Source: an optimization exercise on an open RTL-to-GDS flow (aim: small area and a short achievable clock period). Production flows keep margins and buffers that such runs may drop. Function was checked by simulation only, so behaviour that the tests miss may differ from the original. Power is estimated from default activity; no workload was simulated.

===== design/flow/constraint.sdc =====
create_clock -name core_clock -period 4.2 [get_ports {clk}]
set_input_delay 0.8400 -clock core_clock [delete_from_list [all_inputs] [get_ports {clk}]]
set_output_delay 0.8400 -clock core_clock [all_outputs]
set_load 0.01 [all_outputs]

===== design/flow/design.v =====
package fetch_pkg;
  localparam int WORD_W             = 32;
  localparam int IMEM_DEPTH_DEFAULT = 128;
  typedef logic [WORD_W-1:0] word_t;
  localparam word_t NOP = 32'h0000_0000;
endpackage
module instr_mem
#(
  parameter int DEPTH = fetch_pkg::IMEM_DEPTH_DEFAULT
) (
  input  logic  clk,
  input  logic  we,
  input  fetch_pkg::word_t waddr,
  input  fetch_pkg::word_t wdata,
  input  fetch_pkg::word_t raddr,
  output fetch_pkg::word_t rdata
);
  localparam int AW = $clog2(DEPTH);
  fetch_pkg::word_t mem [DEPTH];
  logic unused_addr_hi;
  assign unused_addr_hi = ^{waddr[fetch_pkg::WORD_W-1:AW], raddr[fetch_pkg::WORD_W-1:AW]};
  always_ff @(posedge clk) begin
    if (we) begin
      mem[waddr[AW-1:0]] <= wdata;
    end
  end
  assign rdata = mem[raddr[AW-1:0]];
endmodule
module fetch
#(
  parameter int          IMEM_DEPTH = fetch_pkg::IMEM_DEPTH_DEFAULT,
  parameter logic [31:0] PC_RESET   = 32'h0
) (
  input  logic        clk,
  input  logic        rst,
  input  logic        stall,
  input  logic        ex_mem_pc_src,
  input  logic [31:0] ex_mem_npc,
  input  logic        imem_we,
  input  logic [31:0] imem_waddr,
  input  logic [31:0] imem_wdata,
  output logic [31:0] if_id_instr,
  output logic [31:0] if_id_npc,
  output logic [31:0] pc
);
  fetch_pkg::word_t imem_rdata;
  fetch_pkg::word_t pc_plus1;
  assign pc_plus1 = pc + 32'd1;
  instr_mem #(
    .DEPTH (IMEM_DEPTH)
  ) u_instr_mem (
    .clk   (clk),
    .we    (imem_we),
    .waddr (imem_waddr),
    .wdata (imem_wdata),
    .raddr (pc),
    .rdata (imem_rdata)
  );
  always_ff @(posedge clk or negedge rst) begin
    if (!rst) begin
      pc          <= PC_RESET;
      if_id_instr <= fetch_pkg::NOP;
      if_id_npc   <= 32'h0;
    end else if (ex_mem_pc_src) begin
      pc          <= ex_mem_npc;
      if_id_instr <= fetch_pkg::NOP;
      if_id_npc   <= 32'h0;
    end else if (!stall) begin
      pc          <= pc_plus1;
      if_id_instr <= imem_rdata;
      if_id_npc   <= pc_plus1;
    end
  end
endmodule

===== design/flow/config.mk =====
export PLATFORM = sky130hd
export DESIGN_NAME = fetch
export DESIGN_NICKNAME = fetch
export VERILOG_FILES = /design/flow/design.v
export SDC_FILE = /design/flow/constraint.sdc
export NUM_CORES = 4
export LEC_CHECK = 0
export CAP_MARGIN = 20
export CORE_MARGIN = 2
export CORE_UTILIZATION = 30
export SLEW_MARGIN = 20

===== design/flow/run.sh =====
#!/bin/bash
# synth_recipe.tcl (not shown) runs the flow's synth.tcl, then flattens the netlist and writes it again
# the make line also repeats each setting of config.mk as NAME=value (left out here)
make -C /OpenROAD-flow-scripts/flow DESIGN_CONFIG=/design/flow/config.mk WORK_HOME=/design/flow/orfs CLKGATE_MAP_FILE= SYNTH_SCRIPT=/design/flow/synth_recipe.tcl finish

==> results of run 1 <==
-- worst max-delay path by stage --
stage,from,to,slack (ns),cells past startpoint
floorplan,imem_we,u_instr_mem.mem[98][0]$_DFFE_PP_,0.12,3
global placement,pc[0]$_DFFE_PN0P_,if_id_instr[29]$_DFFE_PN0P_,0.39,10
detailed placement,pc[0]$_DFFE_PN0P_,if_id_instr[29]$_DFFE_PN0P_,0.31,10
CTS,pc[0]$_DFFE_PN0P_,pc[0],0.13,3
global route,pc[0]$_DFFE_PN0P_,pc[0],0.12,3
finish,pc[0]$_DFFE_PN0P_,pc[0],0.19,3
-- stage by stage --
stage	util [%]	std cells	total power, W	instance area, um^2
CTS	35.5	15600	0.0941	190000
detailed placement	32.9	14800	0.0568	176000
global placement	32.9	14800	0.0567	176000
global route	35.5	15600	0.0961	190000
floorplan	-	7351	0.0522	161000
finish	35.5	15700	0.0936	190000
-- routing by layer --
layer / part of all wire, % / up-vias / global-route usage, %
met4: 3.8 / 30 / 5.91
met5: 0.041 / - / 0
met2: 46 / 4590 / 27.2
met1: 39 / 44800 / 23.3
met3: 11 / 752 / 4.10
li1: - / 32700 / -
-- cells by family after synthesis --
logic type	after synthesis
AND/OR/NAND/NOR	613
AO/OA/AOI/OAI	799
buffers and inverters	429
flip-flops	4192
multiplexers	1265
adder cells (fa/ha/maj)	1
XOR/XNOR	52
-- worst max-delay path: stages, from the launching register on --
cell	delay, ns
dfrtp_4	0.86
buf_12	0.35
buf_12	0.30
clkdlybuf4s50_1	0.60
-- power groups by stage --
| stage | Clock (W) | Sequential (W) | Combinational [W] |
|---|---|---|---|
| after CTS | 0.0382 | 0.0464 | 0.00950 |
| after detailed placement | 0 | 0.0473 | 0.00948 |
| final | 0.0377 | 0.0464 | 0.00949 |
| after global placement | 0 | 0.0473 | 0.00935 |
| after floorplan | 0 | 0.0472 | 0.00501 |
| after global routing | 0.0398 | 0.0464 | 0.00988 |
-- state kept, by name (all words and copies together), names as in the netlist --
signal and count:
u_instr_mem.mem 4096, if_id_instr 32, if_id_npc 32, pc 32
-- synthesized netlist by cell type, drive strengths merged, types with 4 or more instances --
master   number  share of area [%]
nor4b         7              0.038
o22ai        52               0.20
a311oi       20               0.11
a2111oi       5              0.032
a221oi       55               0.32
a211oi       60               0.28
xnor2        43               0.23
nor2b        26               0.10
and3          8              0.031
a32oi        10              0.054
a31oi        19              0.074
clkbuf      154               0.36
o21ai       101               0.31
mux2         68               0.48
nor3         31              0.096
o2111ai       5              0.027
o211ai       24               0.11
dfrtp        96                1.5
o2bb2ai       4              0.022
nand2b       12              0.047
a221o         6              0.037
o31ai        20              0.093
inv           7              0.016
a22oi       196               0.91
nand3        49               0.16
or3          15              0.058
a211o        10              0.054
and2          9              0.035
nand2       204               0.48
a22o         35               0.19
o32ai         8              0.043
nor2        209               0.49
or2           6              0.023
o221ai       44               0.24
nor4          4              0.016
or4           6              0.028
a21oi       106               0.33
mux2i       290                1.8
nand3b        5              0.023
edfxtp     4096                 76
xor2          9              0.049
mux4        907                 13
a32o         11              0.068
buf         267                1.3
nand4        14              0.054
-- layout make-up --
class | count | area (um^2)
Fill cell | 48900 | 345000
Sequential cell | 4192 | 125000
Multi-Input combinational cell | 2730 | 34200
Clock buffer | 535 | 11200
Tap cell | 7181 | 8980
Timing Repair Buffer | 730 | 7810
Clock inverter | 254 | 2600
Antenna cell | 27 | 67.6
Inverter | 8 | 37.5
-- timing repair --
item,CTS,global route
hold endpoints to repair,48,0
resized for setup,0,0
hold buffers,1,0
==> metrics.cfg, run 1 <==
[place]
dp_slack_ns=0.306
place.detailed.hpwl_um=291000
port_buffers=171
place_congestion=0.841

[yosys]
syn_avg_cell_area_um2=21.9
synth-compound-area-share_pct=3.56
synthMuxAreaShare_pct=15.0
synth-edff-count=4096
yosysSeqAreaShare_pct=77.8
synth_cell_type_count=70
syn_area_um2=161000
syn_inst=7351
synthAdderAreaFrac_pct=0.00776
async_flop_share_pct=2.29
ys_ff_latch=4192
synth_nets=7453
synthSimpleGateAreaFrac_pct=1.71
synth_warnings=2
synth_top_family_by_area=multiplexers
synth_xor_area_share_pct=0.283
synthFlopType=edfxtp_1

[sta]
finalSetupViolations=0
fmax_ghz=0.250
period_needed_ns=4.01
finalCritPeriodShare_pct=95.4
slew_viol_final=0
finClkSkew_ns=0.0617
maxSlewHeadroom_pct=13.8
finalSetupTns_ns=0
setup_slack_ns=0.192
timing.hold.ws_ns=0.290
worst_pin_slew_ns=1.29
finalHoldViolCount=0
rsz0062_at_grt=no

[clocking]
clkTransAtPathRegs_ns=0.06
numCtsBuffers=421
post-cts-setup-buffers=0
clk_latency_ns=0.99
cts-root-buf=clkbuf_16
cts_sinks=4192
htreeDepth=5
cts_tree=done
cts_buffer_depth=4

[routing]
drc_errors=0
avgViaCountPerCell=5.29
dr_total_vias=82900
final_antenna_net_count=0
wire_per_inst_um=30.8
dr.pass1.iters=6
totalWireLength_um=482000
initialDrtViolationCount=12900

[worst_setup_path]
crit_type=reg -> out
crit_required_ns=3.36
path_max_fanout=29
r2r_cells=10
end_kind=output pin
r2r_slack_ns=0.26
cp-start-kind=register
cp.arrival_ns=3.17
r2r_start=pc[0]$_DFFE_PN0P_
rr_endpoint=if_id_instr[29]$_DFFE_PN0P_

[final_layout]
final_common_cell=edfxtp_1
drive_above_1_share_pct=27.7
fin_nets=8185
area_growth_pct=18.1
final_cell_mix=edfxtp_1 (4,096), mux4_2 (896), buf_4 (430)

[global_routing]
grtUsageTotal_pct=17.2
grt_start_max_net_pins=129
grt_pass1_wl_um=660000
overflow=0
grt_pass1_vias=81900
antenna_found_initial=70

[pwr]
combPwrFrac_pct=10.1
p_int_w=0.0714
powerDensity_nw_per_um2=492
power_leakage_nw=58.8
switching_share_pct=23.7
ir_worst_vdd_mv=0.380
power.share.clock_pct=40.3
p_switching_w=0.0222
p_seq_share_pct=49.6

[run]
max_cap_viol_count=0

[hold_path]
hold_class=in -> reg
hold_start=stall
hold_path_end=if_id_npc[2]$_DFFE_PN0P_
holdPathStages=3

[die]
start_util_pct=30.1
die_height_um=737
num_rows=269
die_w_um=737
die-area_um2=543000
core_area_um2=536000
io_pins=197

[outcome]
status=no timing/DRC/antenna violations

==> run 2, diff against run 1 <==
--- a/design/flow/config.mk
+++ b/design/flow/config.mk
@@ -10,2 +10,6 @@
 export CORE_UTILIZATION = 30
+export CTS_BUF_LIST = sky130_fd_sc_hd__clkbuf_16
+export CTS_CLUSTER_DIAMETER = 100
+export CTS_CLUSTER_SIZE = 30
+export SETUP_SLACK_MARGIN = 1.5
 export SLEW_MARGIN = 20
==> metrics.cfg, run 2 <==
[global_routing]
grt_start_max_net_pins=129  ; unchanged
antenna_found_initial=52  ; was 70
overflow=0  ; unchanged
grtUsageTotal_pct=17.1  ; was 17.2%
grt_pass1_wl_um=656000  ; was 660,000 um
grt_pass1_vias=79900  ; was 81,900

[sta]
setup_slack_ns=0.898  ; was 0.192 ns
worst_pin_slew_ns=1.22  ; was 1.29 ns
finalHoldViolCount=0  ; unchanged
finalSetupTns_ns=0  ; unchanged
rsz0062_at_grt=yes  ; was no
finalSetupViolations=0  ; unchanged
finalCritPeriodShare_pct=78.6  ; was 95.4%
finClkSkew_ns=0.0768  ; was 0.0617 ns
slew_viol_final=0  ; unchanged
period_needed_ns=3.30  ; was 4.01 ns
fmax_ghz=0.303  ; was 0.250 GHz
maxSlewHeadroom_pct=18.6  ; was 13.8%

[worst_setup_path]
cp.arrival_ns=4.13  ; was 3.17 ns
cp-start-kind=register  ; unchanged
max_stage_delay_ns=0.55  ; was 0.86 ns
r2r_slack_ns=0.90  ; was 0.26 ns
worstPathCellList=buf_12 > buf_12 > buf_16 > mux4_2 > mux2i_4 > o211ai_1 > a211o_4 > a32o_1  ; was buf_12 > buf_12 > clkdlybuf4s50_1
critPathSlowestCell=a211o_4  ; was dfrtp_4
critical_path.most_common_cell=buf_12  ; unchanged
crit_type=reg -> reg  ; was reg -> out
end_kind=register  ; was output pin
path_max_fanout=43  ; was 29
crit_required_ns=5.03  ; was 3.36 ns

[final_layout]
drive_above_1_share_pct=29.4  ; was 27.7%
area_growth_pct=15.8  ; was 18.1%
layout.cells.non_filler=15300  ; was 15,700
final_common_cell=edfxtp_1  ; unchanged
num-fill-cells=49200  ; was 48,900
utilization_pct=34.8  ; was 35.5%
final_cell_mix=edfxtp_1 (4,096), mux4_2 (898), buf_4 (447)  ; was edfxtp_1 (4,096), mux4_2 (896), buf_4 (430)
fin_nets=8120  ; was 8,185
multi_input_area_um2=35700  ; was 34,200 um^2
largest_reg_flops=4096  ; unchanged
regArea_um2=125000  ; about the same

[routing]
drc_errors=0  ; unchanged
final_antenna_net_count=0  ; unchanged
avgViaCountPerCell=5.40  ; was 5.29
wire_per_inst_um=31.7  ; was 30.8 um
dr.pass1.iters=6  ; unchanged
dr_total_vias=82500  ; was 82,900
totalWireLength_um=485000  ; was 482,000 um
initialDrtViolationCount=12800  ; was 12,900

[place]
dp_slack_ns=0.174  ; was 0.306 ns
port_buffers=171  ; unchanged
place_congestion=0.832  ; was 0.841
place_inst=14800  ; about the same
place.detailed.hpwl_um=279000  ; was 291,000 um

[yosys]
ys_ff_latch=4192  ; unchanged
syn_area_um2=161000  ; unchanged
syn_avg_cell_area_um2=21.9  ; unchanged
synth-edff-count=4096  ; unchanged
synth_cell_type_count=70  ; unchanged
synth_warnings=2  ; unchanged
syn_inst=7351  ; unchanged
synth.most_common_cell=edfxtp_1  ; unchanged
yosysSeqAreaShare_pct=77.8  ; unchanged
yosys.area.top_type=edfxtp_1  ; unchanged
synth_nets=7453  ; unchanged
synth_area_leaders=edfxtp_1 (76%), mux4_2 (13%), mux2i_1 (1.8%)  ; unchanged
netlist_top_cells_count=edfxtp_1 (4,096), mux4_2 (896), mux2i_1 (290)  ; unchanged
synthFlopType=edfxtp_1  ; unchanged
async_flop_share_pct=2.29  ; unchanged
synth.top_cell.area_share_pct=76.3  ; unchanged

[pwr]
power_leakage_nw=57.0  ; was 58.8 nW
ir_worst_vdd_mv=0.338  ; was 0.380 mV
powerDensity_nw_per_um2=414  ; was 492 nW/um^2

[hold_path]
hold_class=in -> reg  ; unchanged

[clocking]
clkTransAtPathRegs_ns=0.12  ; was 0.06 ns
cts-root-buf=clkbuf_16  ; unchanged
numCtsBuffers=165  ; was 421
cts_tree=done  ; unchanged
htreeDepth=4  ; was 5
cts_buffer_depth=4  ; unchanged
cts_sinks=4192  ; unchanged
clk_latency_ns=0.96  ; was 0.99 ns

[die]
die_w_um=737  ; unchanged
num_rows=269  ; unchanged
die_height_um=737  ; unchanged
io_pins=197  ; unchanged
core_area_um2=536000  ; unchanged
start_util_pct=30.1  ; unchanged
die-area_um2=543000  ; unchanged

[run]
max_cap_viol_count=0  ; unchanged

[outcome]
status=no timing/DRC/antenna violations  ; unchanged

[run 2: layout make-up]
type                       instances  share of cell area [%]
timing repair buffer             920                    6.30
antenna                           15                  0.0201
clock buffer                     169                    2.27
clock inverter                    62                   0.220
inverter                           8                  0.0241
tap                             7181                    4.81
multi-input combinational       2731                    19.1
sequential                      4192                    67.2
[run 2: worst max-delay path: cells and delay by family, from the launching register on]
| kind | cells | cell delay (ns) |
|---|---|---|
| AO/OA/AOI/OAI | 3 | 1.24 |
| buffers and inverters | 3 | 0.74 |
| flip-flops | 1 | 0.43 |
| multiplexers | 2 | 0.58 |
[run 2: per-layer routing]
layer  global-route usage, %  vias to the layer above  routed length [um]
li1                        -                    32200                   -
met5                       0                        -                 117
met4                    4.87                       20               14700
met1                    23.6                    45200              191000
met3                    2.82                      549               47100
met2                    28.1                     4527              232000
[run 2: logic make-up after synthesis]
kind of cell    share of synthesized area [%]
compound gates                           3.56
flops                                    77.8
simple gates                             1.71
mux                                      15.0
xor+xnor                                0.283
buf+inv                                  1.67
fa+ha+maj                             0.00776
[run 2: path summary, 6_finish.rpt]
path                                     startpoint                          end  cells after the start
hold / removal                        ex_mem_pc_src  if_id_instr[15]$_DFFE_PN0P_                      2
hold reg to reg            if_id_npc[8]$_DFFE_PN0P_     if_id_npc[8]$_DFFE_PN0P_                      2
setup / recovery                  pc[1]$_DFFE_PN0P_  if_id_instr[21]$_DFFE_PN0P_                      8
min in group asynchronous                       rst    if_id_npc[29]$_DFFE_PN0P_                      2
setup reg to reg                  pc[1]$_DFFE_PN0P_  if_id_instr[21]$_DFFE_PN0P_                      8
max in group asynchronous                       rst            pc[1]$_DFFE_PN0P_                      3
[run 2: repair_timing]
action / 4_1_cts / 5_1_grt
hold endpoints to repair: 34 / 0
endpoints found under the setup margin: 162 / 625
gates cloned: 42 / 11
resized for setup: 524 / 108
pin swaps: 69 / 51
hold buffers: 1 / 0
setup buffers: 130 / 75
[run 2: per-stage QoR]
| step | total power (W) | hold slack, ns | area [um^2] |
|---|---|---|---|
| after detailed placement | 0.0564 | 0.477 | 176000 |
| after floorplan | 0.0522 | 0.516 | 162000 |
| final | 0.0772 | 0.205 | 187000 |
| after global placement | 0.0563 | 0.463 | 176000 |
| after CTS | 0.0771 | 0.123 | 185000 |
| after global routing | 0.0791 | 0.192 | 187000 |
[run 2: power by group]
group	switching [W]	leakage, nW	internal, W
Combinational	0.00638	16.6	0.00457
Clock	0.0124	2.41	0.00752
Sequential	0.000190	38.0	0.0461
Total	0.0190	57.0	0.0582
==> run 3, diff against run 2 <==
--- a/design/flow/config.mk
+++ b/design/flow/config.mk
@@ -13,2 +13,3 @@
 export CTS_CLUSTER_SIZE = 30
+export PLACE_DENSITY = 0.75
 export SETUP_SLACK_MARGIN = 1.5
==> metrics.cfg, run 3 <==
[sta]
maxSlewHeadroom_pct=24.8  ; was 18.6%
period_needed_ns=3.16  ; was 3.30 ns
finalCritPeriodShare_pct=75.2  ; was 78.6%
finalSetupViolations=0  ; unchanged
rsz0062_at_grt=yes  ; unchanged
finalHoldViolCount=0  ; unchanged
slew_viol_final=0  ; unchanged
finalSetupTns_ns=0  ; unchanged
fmax_ghz=0.317  ; was 0.303 GHz
worst_pin_slew_ns=1.13  ; was 1.22 ns
finClkSkew_ns=0.157  ; was 0.0768 ns

[routing]
avgViaCountPerCell=5.42  ; was 5.40
dr.pass1.iters=6  ; unchanged
wire_per_inst_um=29.5  ; was 31.7 um
final_antenna_net_count=0  ; unchanged
dr_total_vias=83100  ; was 82,500
totalWireLength_um=453000  ; was 485,000 um
initialDrtViolationCount=13800  ; was 12,800
drc_errors=0  ; unchanged

[clocking]
clk_latency_ns=0.98  ; was 0.96 ns
cts_sinks=4192  ; unchanged
numCtsBuffers=167  ; was 165
cts_tree=done  ; unchanged
htreeDepth=4  ; unchanged
clkTransAtPathRegs_ns=0.12  ; about the same
cts_buffer_depth=4  ; unchanged
cts-root-buf=clkbuf_16  ; unchanged

[yosys]
synth_area_leaders=edfxtp_1 (76%), mux4_2 (13%), mux2i_1 (1.8%)  ; unchanged
synth_xor_area_share_pct=0.283  ; unchanged
yosysSeqAreaShare_pct=77.8  ; unchanged
synthFlopType=edfxtp_1  ; unchanged
synth.most_common_cell=edfxtp_1  ; unchanged
yosys.area.top_type=edfxtp_1  ; unchanged
synthSimpleGateAreaFrac_pct=1.71  ; unchanged
netlist_top_cells_count=edfxtp_1 (4,096), mux4_2 (896), mux2i_1 (290)  ; unchanged
ys_ff_latch=4192  ; unchanged
synth_cell_type_count=70  ; unchanged
async_flop_share_pct=2.29  ; unchanged
syn_avg_cell_area_um2=21.9  ; unchanged
syn_area_um2=161000  ; unchanged
syn_inst=7351  ; unchanged
synth-compound-area-share_pct=3.56  ; unchanged
synth_top_family_by_area=multiplexers  ; unchanged
synth-edff-count=4096  ; unchanged
synthAdderAreaFrac_pct=0.00776  ; unchanged
synth.top_cell.area_share_pct=76.3  ; unchanged
synthMuxAreaShare_pct=15.0  ; unchanged
synth_warnings=2  ; unchanged
synth_nets=7453  ; unchanged

[final_layout]
multi_input_area_um2=35900  ; was 35,700 um^2
largest_reg_flops=4096  ; unchanged
fin_nets=8157  ; was 8,120
area_growth_pct=15.7  ; was 15.8%
drive_above_1_share_pct=30.1  ; was 29.4%
layout.cells.non_filler=15300  ; about the same
num-fill-cells=48500  ; was 49,200
final_common_cell=edfxtp_1  ; unchanged
final_cell_mix=edfxtp_1 (4,096), mux4_2 (896), buf_4 (499)  ; was edfxtp_1 (4,096), mux4_2 (898), buf_4 (447)
regArea_um2=125000  ; about the same

[place]
place_inst=14800  ; about the same
place_congestion=0.867  ; was 0.832
port_buffers=171  ; unchanged
place.detailed.hpwl_um=264000  ; was 279,000 um

[die]
start_util_pct=30.1  ; unchanged
die-area_um2=543000  ; unchanged
core_area_um2=536000  ; unchanged
num_rows=269  ; unchanged
die_height_um=737  ; unchanged
io_pins=197  ; unchanged
die_w_um=737  ; unchanged

[global_routing]
grt_start_max_net_pins=114  ; was 129
grt_pass1_wl_um=618000  ; was 656,000 um
grt_pass1_vias=79300  ; was 79,900
grtUsageTotal_pct=15.9  ; was 17.1%
antenna_found_initial=58  ; was 52
overflow=0  ; unchanged

[pwr]
ir_worst_vdd_mv=0.338  ; about the same
powerDensity_nw_per_um2=413  ; was 414 nW/um^2
power_leakage_nw=57.1  ; was 57.0 nW

[worst_setup_path]
r2r_cells=10  ; was 8
crit_type=reg -> reg  ; unchanged
r2r_slack_ns=1.04  ; was 0.90 ns
crit_required_ns=5.08  ; was 5.03 ns
rr_endpoint=if_id_instr[2]$_DFFE_PN0P_  ; was if_id_instr[21]$_DFFE_PN0P_
r2r_start=pc[0]$_DFFE_PN0P_  ; was pc[1]$_DFFE_PN0P_
cp.arrival_ns=4.03  ; was 4.13 ns
end_kind=register  ; unchanged
path_max_fanout=7  ; was 43
cp-start-kind=register  ; unchanged

[hold_path]
hold_start=ex_mem_pc_src  ; unchanged
hold_class=in -> reg  ; unchanged
holdPathStages=2  ; unchanged
hold_path_end=if_id_npc[1]$_DFFE_PN0P_  ; was if_id_instr[15]$_DFFE_PN0P_

[run]
max_cap_viol_count=0  ; unchanged

[outcome]
status=no timing/DRC/antenna violations  ; unchanged

run 3: timing repair:
action / 4_1_cts / 5_1_grt
cloned: 27 / 13
buffers inserted: 140 / 76
gates resized for setup: 481 / 216
hold buffers: 1 / 0
setup endpoints to repair: 411 / 729
hold endpoints to repair: 51 / 0
pin swaps: 86 / 86
run 3: cell families (layout without fill, tap and decap cells):
group,count (synthesis),after routing
DFF,4192,4192
other,0,23
and+or+nand+nor,613,614
muxes,1265,1265
AOI/OAI and AO/OA,799,799
xor gates and xnor gates,52,52
buffers and inverters,429,1218
adders and majority gates,1,1
run 3: metrics by stage:
step	hold WS [ns]	worst slack [ns]	power, W	util, %	cell area [um^2]
floorplan	0.516	1.05	0.0522	-	162000
CTS	0.276	1.06	0.0764	34.4	184000
detailed placement	0.470	0.137	0.0562	32.8	176000
global placement	0.462	0.209	0.0561	32.8	176000
global route	0.346	0.964	0.0788	34.8	187000
finish	0.346	1.04	0.0770	34.8	187000
run 3: final cells by class:
type / instances / area share (%)
timing repair buffer: 955 / 6.04
multi-input combinational: 2731 / 19.3
inverter: 8 / 0.0235
sequential: 4192 / 67.2
antenna: 23 / 0.0308
clock inverter: 85 / 0.304
tap: 7181 / 4.82
clock buffer: 170 / 2.28
run 3: power by group:
| part | leakage (nW) | switching [W] | internal [W] |
|---|---|---|---|
| combinational | 16.4 | 0.00625 | 0.00460 |
| clock | 2.59 | 0.0123 | 0.00761 |
| sequential | 38.0 | 0.000129 | 0.0461 |
run 3: worst max-delay path, cell delays in order, from the launching register on:
cell and delay [ns]:
dfrtp_4 0.43, buf_12 0.15, buf_12 0.18, buf_16 0.15, buf_12 0.11, mux4_1 0.56
a22o_1 0.32, a211oi_2 0.22, a311oi_1 0.08, or4_4 0.61, a32o_1 0.29
run 3: how the worst max path moves through the flow:
stage                                  from                               to
after detailed placement  pc[0]$_DFFE_PN0P_      if_id_instr[23]$_DFFE_PN0P_
final                     pc[0]$_DFFE_PN0P_       if_id_instr[2]$_DFFE_PN0P_
after CTS                 pc[0]$_DFFE_PN0P_      if_id_instr[15]$_DFFE_PN0P_
after global routing      pc[0]$_DFFE_PN0P_      if_id_instr[15]$_DFFE_PN0P_
after global placement    pc[0]$_DFFE_PN0P_      if_id_instr[23]$_DFFE_PN0P_
after floorplan               imem_waddr[1]  u_instr_mem.mem[9][0]$_DFFE_PP_
run 3: metal layers:
metal / track usage [%] / vias to the layer above / wire, um
li1: - / 32300 / -
met1: 21.0 / 43900 / 162000
met2: 24.4 / 6122 / 206000
met3: 4.88 / 770 / 65300
met4: 6.16 / 42 / 19400
met5: 0 / - / 265
==> run 4, diff against run 3 <==
--- a/design/flow/config.mk
+++ b/design/flow/config.mk
@@ -9,3 +9,3 @@
 export CORE_MARGIN = 2
-export CORE_UTILIZATION = 30
+export CORE_UTILIZATION = 40
 export CTS_BUF_LIST = sky130_fd_sc_hd__clkbuf_16
@@ -13,3 +13,2 @@
 export CTS_CLUSTER_SIZE = 30
-export PLACE_DENSITY = 0.75
 export SETUP_SLACK_MARGIN = 1.5
==> metrics.cfg, run 4 <==
[outcome]
status=no timing/DRC/antenna violations  ; unchanged

[global_routing]
grt_pass1_wl_um=657000  ; was 618,000 um
antenna_found_initial=40  ; was 58
grt_pass1_vias=80100  ; was 79,300
grt_start_max_net_pins=129  ; was 114
overflow=0  ; unchanged
grtUsageTotal_pct=23.2  ; was 15.9%

[hold_path]
hold_class=in -> reg  ; unchanged
hold_start=imem_wdata[24]  ; was ex_mem_pc_src
hold_path_end=u_instr_mem.mem[101][24]$_DFFE_PP_  ; was if_id_npc[1]$_DFFE_PN0P_
holdPathStages=1  ; was 2

[yosys]
synth_warnings=2  ; unchanged
synth-edff-count=4096  ; unchanged
syn_avg_cell_area_um2=21.9  ; unchanged
synth_cell_type_count=70  ; unchanged
yosys.area.top_type=edfxtp_1  ; unchanged
syn_area_um2=161000  ; unchanged
netlist_top_cells_count=edfxtp_1 (4,096), mux4_2 (896), mux2i_1 (290)  ; unchanged
yosysSeqAreaShare_pct=77.8  ; unchanged
async_flop_share_pct=2.29  ; unchanged
synth.most_common_cell=edfxtp_1  ; unchanged
synth_nets=7453  ; unchanged
ys_ff_latch=4192  ; unchanged
synth_area_leaders=edfxtp_1 (76%), mux4_2 (13%), mux2i_1 (1.8%)  ; unchanged
synth.top_cell.area_share_pct=76.3  ; unchanged
synthFlopType=edfxtp_1  ; unchanged
syn_inst=7351  ; unchanged

[place]
placed_area_um2=175000  ; was 176,000 um^2
place.detailed.hpwl_um=283000  ; was 264,000 um
place_inst=13000  ; was 14,800
port_buffers=171  ; unchanged
place_congestion=0.859  ; was 0.867

[final_layout]
drive_above_1_share_pct=31.0  ; was 30.1%
layout.cells.non_filler=13600  ; was 15,300
multi_input_area_um2=35900  ; about the same
fin_area_um2=186000  ; was 187,000 um^2
final_cell_mix=edfxtp_1 (4,096), mux4_2 (898), buf_4 (581)  ; was edfxtp_1 (4,096), mux4_2 (896), buf_4 (499)
regArea_um2=125000  ; about the same
final_common_cell=edfxtp_1  ; unchanged
area_growth_pct=15.4  ; was 15.7%
largest_reg_flops=4096  ; unchanged
num-fill-cells=32900  ; was 48,500
fin_nets=8298  ; was 8,157

[sta]
worst_pin_slew_ns=1.21  ; was 1.13 ns
finalHoldViolCount=0  ; unchanged
fmax_ghz=0.300  ; was 0.317 GHz
finClkSkew_ns=0.0923  ; was 0.157 ns
rsz0062_at_grt=yes  ; unchanged
finalCritPeriodShare_pct=79.3  ; was 75.2%
finalSetupTns_ns=0  ; unchanged
maxSlewHeadroom_pct=19.1  ; was 24.8%
period_needed_ns=3.33  ; was 3.16 ns
timing.hold.ws_ns=0.218  ; was 0.346 ns
slew_viol_final=0  ; unchanged
finalSetupViolations=0  ; unchanged

[worst_setup_path]
cp-start-kind=register  ; unchanged
crit_required_ns=4.98  ; was 5.08 ns
path_max_fanout=6  ; was 7
max_stage_delay_ns=0.50  ; was 0.61 ns
cp.arrival_ns=4.11  ; was 4.03 ns
r2r_cells=14  ; was 10
rr_endpoint=if_id_instr[19]$_DFFE_PN0P_  ; was if_id_instr[2]$_DFFE_PN0P_
crit_type=reg -> reg  ; unchanged
end_kind=register  ; unchanged
r2r_start=pc[0]$_DFFE_PN0P_  ; unchanged
worstPathCellList=buf_12 > buf_6 > buf_16 > buf_16 > buf_4 > buf_16 > mux4_2 > a22o_1 > a211oi_4 > a311oi_2 > buf_6 > a211oi_4 > buf_6 > o31ai_1  ; was buf_12 > buf_12 > buf_16 > buf_12 > mux4_1 > a22o_1 > a211oi_2 > a311oi_1 > or4_4 > a32o_1
critPathSlowestCell=dfrtp_4  ; was or4_4
r2r_slack_ns=0.87  ; was 1.04 ns

[clocking]
cts_buffer_depth=4  ; unchanged
htreeDepth=4  ; unchanged
cts-root-buf=clkbuf_16  ; unchanged
numCtsBuffers=165  ; was 167
cts_sinks=4192  ; unchanged
clkTransAtPathRegs_ns=0.11  ; was 0.12 ns
cts_tree=done  ; unchanged
clk_latency_ns=0.95  ; was 0.98 ns

[routing]
drc_errors=0  ; unchanged
avgViaCountPerCell=6.07  ; was 5.42
dr.pass1.iters=8  ; was 6
totalWireLength_um=487000  ; was 453,000 um
final_antenna_net_count=0  ; unchanged
initialDrtViolationCount=11900  ; was 13,800
dr_total_vias=82300  ; was 83,100
wire_per_inst_um=35.9  ; was 29.5 um

[run]
max_cap_viol_count=0  ; unchanged

[die]
num_rows=233  ; was 269
io_pins=197  ; unchanged
start_util_pct=40.1  ; was 30.1%
die-area_um2=408000  ; was 543,000 um^2
die_w_um=639  ; was 737 um
core_area_um2=402000  ; was 536,000 um^2
die_height_um=639  ; was 737 um

[pwr]
power_leakage_nw=58.0  ; was 57.1 nW
ir_worst_vdd_mv=0.326  ; was 0.338 mV
powerDensity_nw_per_um2=418  ; was 413 nW/um^2

[run 4: kinds of logic after synthesis]
kind of cell,count (synthesis),synth area share [%]
AOI/OAI and AO/OA,799,3.56
xor gates and xnor gates,52,0.283
adders and majority gates,1,0.00776
buffers and inverters,429,1.67
DFF,4192,77.8
muxes,1265,15.0
and+or+nand+nor,613,1.71
[run 4: what timing repair did]
action / CTS / global route
endpoints found under the hold margin: 27 / 0
gates resized for setup: 525 / 183
setup buffers: 177 / 93
gates cloned: 44 / 9
setup endpoints to repair: 172 / 77
pin swaps: 78 / 88
hold buffers: 1 / 0
[run 4: critical path, delay by kind of cell (launching register included)]
kind | cells | cell delay [ns]
multiplexers | 1 | 0.41
buffers and inverters | 8 | 1.29
AO/OA/AOI/OAI | 5 | 0.95
flip-flops | 1 | 0.50
[run 4: worst max path at each step]
stage	depth (start not counted)	endpoint	slack (ns)	start
3_3_place_gp	6	if_id_instr[0]$_DFFE_PN0P_	0.34	pc[1]$_DFFE_PN0P_
4_1_cts	11	if_id_instr[0]$_DFFE_PN0P_	0.91	pc[0]$_DFFE_PN0P_
5_1_grt	14	if_id_instr[21]$_DFFE_PN0P_	0.84	pc[0]$_DFFE_PN0P_
3_5_place_dp	8	if_id_instr[2]$_DFFE_PN0P_	0.35	pc[1]$_DFFE_PN0P_
2_1_floorplan	4	u_instr_mem.mem[9][0]$_DFFE_PP_	1.05	imem_waddr[1]
6_report	14	if_id_instr[19]$_DFFE_PN0P_	0.87	pc[0]$_DFFE_PN0P_
[run 4: stage by stage]
step           util, %  total power, W  setup slack, ns
3_3_place_gp      43.5          0.0567            0.342
2_1_floorplan        -          0.0522             1.05
5_1_grt           46.3          0.0797            0.839
3_5_place_dp      43.5          0.0568            0.350
6_report          46.3          0.0778            0.868
4_1_cts           45.8          0.0775            0.911
[run 4: cell type report]
class | count | share of cell area (%)
flip-flops and latches | 4192 | 67.4
multi-input cells | 2731 | 19.3
repair buffers | 1098 | 7.17
well taps | 5287 | 3.56
clock buffers | 170 | 2.29
clock inverters | 64 | 0.202
inverters | 8 | 0.0269
diodes | 11 | 0.0148
[run 4: per-layer routing]
layer	up-vias	GRT usage (%)	routed length, um
met5	-	0	68
met1	44900	31.6	189000
met4	10	7.32	17000
met2	4319	36.8	228000
li1	32500	-	-
met3	524	6.07	52200
[run 4: power breakdown]
group / switching [W] / internal, W
Combinational: 0.00670 / 0.00494
Clock: 0.0124 / 0.00749
Sequential: 0.000171 / 0.0461
==> run 5, diff against run 4 <==
--- a/design/flow/config.mk
+++ b/design/flow/config.mk
@@ -9,6 +9,6 @@
 export CORE_MARGIN = 2
-export CORE_UTILIZATION = 40
+export CORE_UTILIZATION = 33
 export CTS_BUF_LIST = sky130_fd_sc_hd__clkbuf_16
 export CTS_CLUSTER_DIAMETER = 100
-export CTS_CLUSTER_SIZE = 30
+export CTS_CLUSTER_SIZE = 25
 export SETUP_SLACK_MARGIN = 1.5
==> metrics.cfg, run 5 <==
[outcome]
status=no timing/DRC/antenna violations  ; unchanged

[die]
num_rows=256  ; was 233
io_pins=197  ; unchanged
die_height_um=703  ; was 639 um
core_area_um2=486000  ; was 402,000 um^2
die-area_um2=494000  ; was 408,000 um^2
die_w_um=703  ; was 639 um
start_util_pct=33.2  ; was 40.1%

[routing]
totalWireLength_um=489000  ; was 487,000 um
dr.pass1.iters=6  ; was 8
dr_total_vias=82300  ; about the same
final_antenna_net_count=0  ; unchanged
wire_per_inst_um=33.2  ; was 35.9 um
initialDrtViolationCount=12800  ; was 11,900
drc_errors=0  ; unchanged
avgViaCountPerCell=5.60  ; was 6.07

[clocking]
htreeDepth=4  ; unchanged
numCtsBuffers=192  ; was 165
cts_sinks=4192  ; unchanged
clk_latency_ns=0.96  ; was 0.95 ns
cts_buffer_depth=4  ; unchanged
cts_tree=done  ; unchanged
clkTransAtPathRegs_ns=0.11  ; about the same
cts-root-buf=clkbuf_16  ; unchanged

[worst_setup_path]
critical_path.most_common_cell=buf_16
cp.arrival_ns=4.18  ; was 4.11 ns
path_max_fanout=7  ; was 6
cp-start-kind=register  ; unchanged
cp-startpoint=pc[0]$_DFFE_PN0P_  ; unchanged
max_stage_delay_ns=0.61  ; was 0.50 ns
end_kind=register  ; unchanged
worstPathCellList=buf_12 > buf_16 > buf_16 > mux4_2 > a22o_1 > a211oi_2 > buf_6 > a311oi_2 > or4_4 > a32o_1  ; was buf_12 > buf_6 > buf_16 > buf_16 > buf_4 > buf_16 > mux4_2 > a22o_1 > a211oi_4 > a311oi_2 > buf_6 > a211oi_4 > buf_6 > o31ai_1
r2r_start=pc[0]$_DFFE_PN0P_  ; unchanged
crit_type=reg -> reg  ; unchanged
critPathSlowestCell=or4_4  ; was dfrtp_4
crit_required_ns=5.06  ; was 4.98 ns

[yosys]
synthFlopType=edfxtp_1  ; unchanged
yosysSeqAreaShare_pct=77.8  ; unchanged
synth.top_cell.area_share_pct=76.3  ; unchanged
async_flop_share_pct=2.29  ; unchanged
synth_cell_type_count=70  ; unchanged
synth.most_common_cell=edfxtp_1  ; unchanged
synth-edff-count=4096  ; unchanged
synth_area_leaders=edfxtp_1 (76%), mux4_2 (13%), mux2i_1 (1.8%)  ; unchanged
yosys.area.top_type=edfxtp_1  ; unchanged
synth_top_family_by_area=multiplexers  ; unchanged
syn_avg_cell_area_um2=21.9  ; unchanged
syn_area_um2=161000  ; unchanged
synth_warnings=2  ; unchanged
synth-compound-area-share_pct=3.56  ; unchanged
synth_nets=7453  ; unchanged
netlist_top_cells_count=edfxtp_1 (4,096), mux4_2 (896), mux2i_1 (290)  ; unchanged
synthMuxAreaShare_pct=15.0  ; unchanged
ys_ff_latch=4192  ; unchanged
synth_xor_area_share_pct=0.283  ; unchanged
syn_inst=7351  ; unchanged
synthAdderAreaFrac_pct=0.00776  ; unchanged
synthSimpleGateAreaFrac_pct=1.71  ; unchanged

[hold_path]
hold_class=in -> reg  ; unchanged
hold_start=ex_mem_pc_src  ; was imem_wdata[24]

[final_layout]
fin_nets=8278  ; was 8,298
final_cell_mix=edfxtp_1 (4,096), mux4_2 (899), buf_4 (562)  ; was edfxtp_1 (4,096), mux4_2 (898), buf_4 (581)
drive_above_1_share_pct=31.6  ; was 31.0%
largest_reg_flops=4096  ; unchanged
area_growth_pct=16.3  ; was 15.4%
num-fill-cells=43100  ; was 32,900
final_common_cell=edfxtp_1  ; unchanged

[sta]
finalCritPeriodShare_pct=79.2  ; was 79.3%
finalSetupTns_ns=0  ; unchanged
rsz0062_at_grt=yes  ; unchanged
finalSetupViolations=0  ; unchanged
maxSlewHeadroom_pct=18.2  ; was 19.1%
slew_viol_final=0  ; unchanged
fmax_ghz=0.301  ; was 0.300 GHz
period_needed_ns=3.33  ; about the same
finClkSkew_ns=0.0554  ; was 0.0923 ns
setup_slack_ns=0.875  ; was 0.868 ns
finalHoldViolCount=0  ; unchanged
worst_pin_slew_ns=1.23  ; was 1.21 ns

[global_routing]
overflow=0  ; unchanged
grt_pass1_vias=79600  ; was 80,100
antenna_found_initial=51  ; was 40
grt_start_max_net_pins=98  ; was 129
grtUsageTotal_pct=18.9  ; was 23.2%
grt_pass1_wl_um=653000  ; was 657,000 um

[pwr]
ir_worst_vdd_mv=0.353  ; was 0.326 mV
power_leakage_nw=57.9  ; was 58.0 nW
powerDensity_nw_per_um2=421  ; was 418 nW/um^2

[place]
place.detailed.hpwl_um=289000  ; was 283,000 um
place_congestion=0.857  ; was 0.859
dp_slack_ns=0.221  ; was 0.350 ns
port_buffers=171  ; unchanged

[run]
max_cap_viol_count=0  ; unchanged

==> run 5: worst paths after layout <==
check                      cells past startpoint  slack, ns                           to
min                                            2       0.15  if_id_instr[15]$_DFFE_PN0P_
max reg2reg                                   10       0.87   if_id_instr[2]$_DFFE_PN0P_
min reg2reg                                    2       0.49     if_id_npc[8]$_DFFE_PN0P_
max in group asynchronous                      3       2.77  if_id_instr[28]$_DFFE_PN0P_
min in group asynchronous                      2       0.53    if_id_npc[26]$_DFFE_PN0P_
max                                           10       0.87   if_id_instr[2]$_DFFE_PN0P_
==> run 5: cell families (layout without fill, tap and decap cells) <==
kind of cell    after synthesis  after routing
fa+ha+maj                     1              1
simple gates                613            614
mux                        1265           1265
other cells                   0             17
xor+xnor                     52             52
compound gates              799            799
flops                      4192           4192
buf+inv                     429           1322
==> run 5: area by class of cell <==
| cell class | count | area (um^2) | area share [%] |
|---|---|---|---|
| Clock inverter | 69 | 425 | 0.227 |
| Inverter | 8 | 45.0 | 0.0240 |
| Clock buffer | 194 | 4850 | 2.59 |
| Tap cell | 6450 | 8070 | 4.31 |
| Timing Repair Buffer | 1051 | 12200 | 6.52 |
| Sequential cell | 4192 | 125000 | 67.0 |
| Multi-Input combinational cell | 2731 | 36300 | 19.4 |
| Antenna cell | 17 | 42.5 | 0.0227 |
==> run 5: repair_timing <==
action / CTS / global route
hold endpoints to repair: 61 / 0
hold buffers: 1 / 0
gates resized for setup: 377 / 401
setup endpoints to repair: 182 / 92
gates cloned: 12 / 25
pin swaps: 23 / 127
buffers inserted: 89 / 153
==> run 5: where the power goes <==
group,total [W],switching (W),internal (W),leakage [nW]
logic,0.0113,0.00659,0.00470,17.1
clock network,0.0213,0.0128,0.00847,2.77
registers,0.0463,0.000175,0.0461,38.0
==> run 5: per-stage QoR <==
| stage | util [%] | hold slack (ns) | total power [W] | instances | area, um^2 |
|---|---|---|---|---|---|
| 2_1_floorplan | - | 0.516 | 0.0522 | 7351 | 162000 |
| 3_3_place_gp | 36.2 | 0.463 | 0.0567 | 14100 | 176000 |
| 3_5_place_dp | 36.2 | 0.477 | 0.0568 | 14200 | 176000 |
| 4_1_cts | 37.7 | 0.0592 | 0.0781 | 14500 | 184000 |
| 5_1_grt | 38.5 | 0.0963 | 0.0808 | 14700 | 187000 |
| 6_report | 38.5 | 0.145 | 0.0788 | 14700 | 187000 |
==> run 5: worst max-delay path, delay by kind of cell (launching register included) <==
| family | cells | cell delay [ns] |
|---|---|---|
| buffers and inverters | 4 | 0.75 |
| AO/OA/AOI/OAI | 4 | 0.85 |
| flip-flops | 1 | 0.46 |
| multiplexers | 1 | 0.51 |
| AND/OR/NAND/NOR | 1 | 0.61 |
==> run 5: routing by layer <==
layer	GRT usage [%]	share of wire, %
met4	5.01	2.9
met5	0	0.019
met1	25.4	38
met2	30.8	48
met3	4.45	11

[separate check: timing with driven ports]
How much do the figures lean on ideal ports? The routed layouts below were timed once more, with nothing changed but the port constraints. Step 1 sets driving cells, clkbuf_16 on the clock port and buf_2 on the other inputs (assumed; they add their load-dependent delay and slew). Step 2, shift: input delay + t, output delay - t, t = (earliest + latest rising clock arrival at the registers) / 2. This alone moves slack from input paths to output paths. Slacks: no drivers / after step 1 / after step 2; pairs: no drivers / after step 1.
| run | shift t [ns] | setup WS [ns] | hold WS [ns] | worst data-port slew with drivers (ns) |
|---|---|---|---|---|
| run 1 | 1.083 | 0.192 / 0.071 / 0.166 | 0.290 / 0.194 / 0.495 | 0.29 |
| run 2 | 1.027 | 0.898 / 0.898 / 0.511 | 0.205 / 0.130 / 0.501 | 0.34 |
| run 3 | 1.020 | 1.041 / 1.041 / 0.364 | 0.346 / 0.272 / 0.485 | 0.24 |
| run 4 | 1.016 | 0.868 / 0.868 / 0.440 | 0.218 / 0.133 / 0.499 | 0.17 |
| run 5 | 1.054 | 0.875 / 0.875 / 0.342 | 0.145 / 0.064 / 0.494 | 0.24 |
After both steps every run listed still meets setup and hold. For run 3, which loses most, drivers alone change the setup slack by 0.000 ns; drivers and shift together by -0.677 ns.
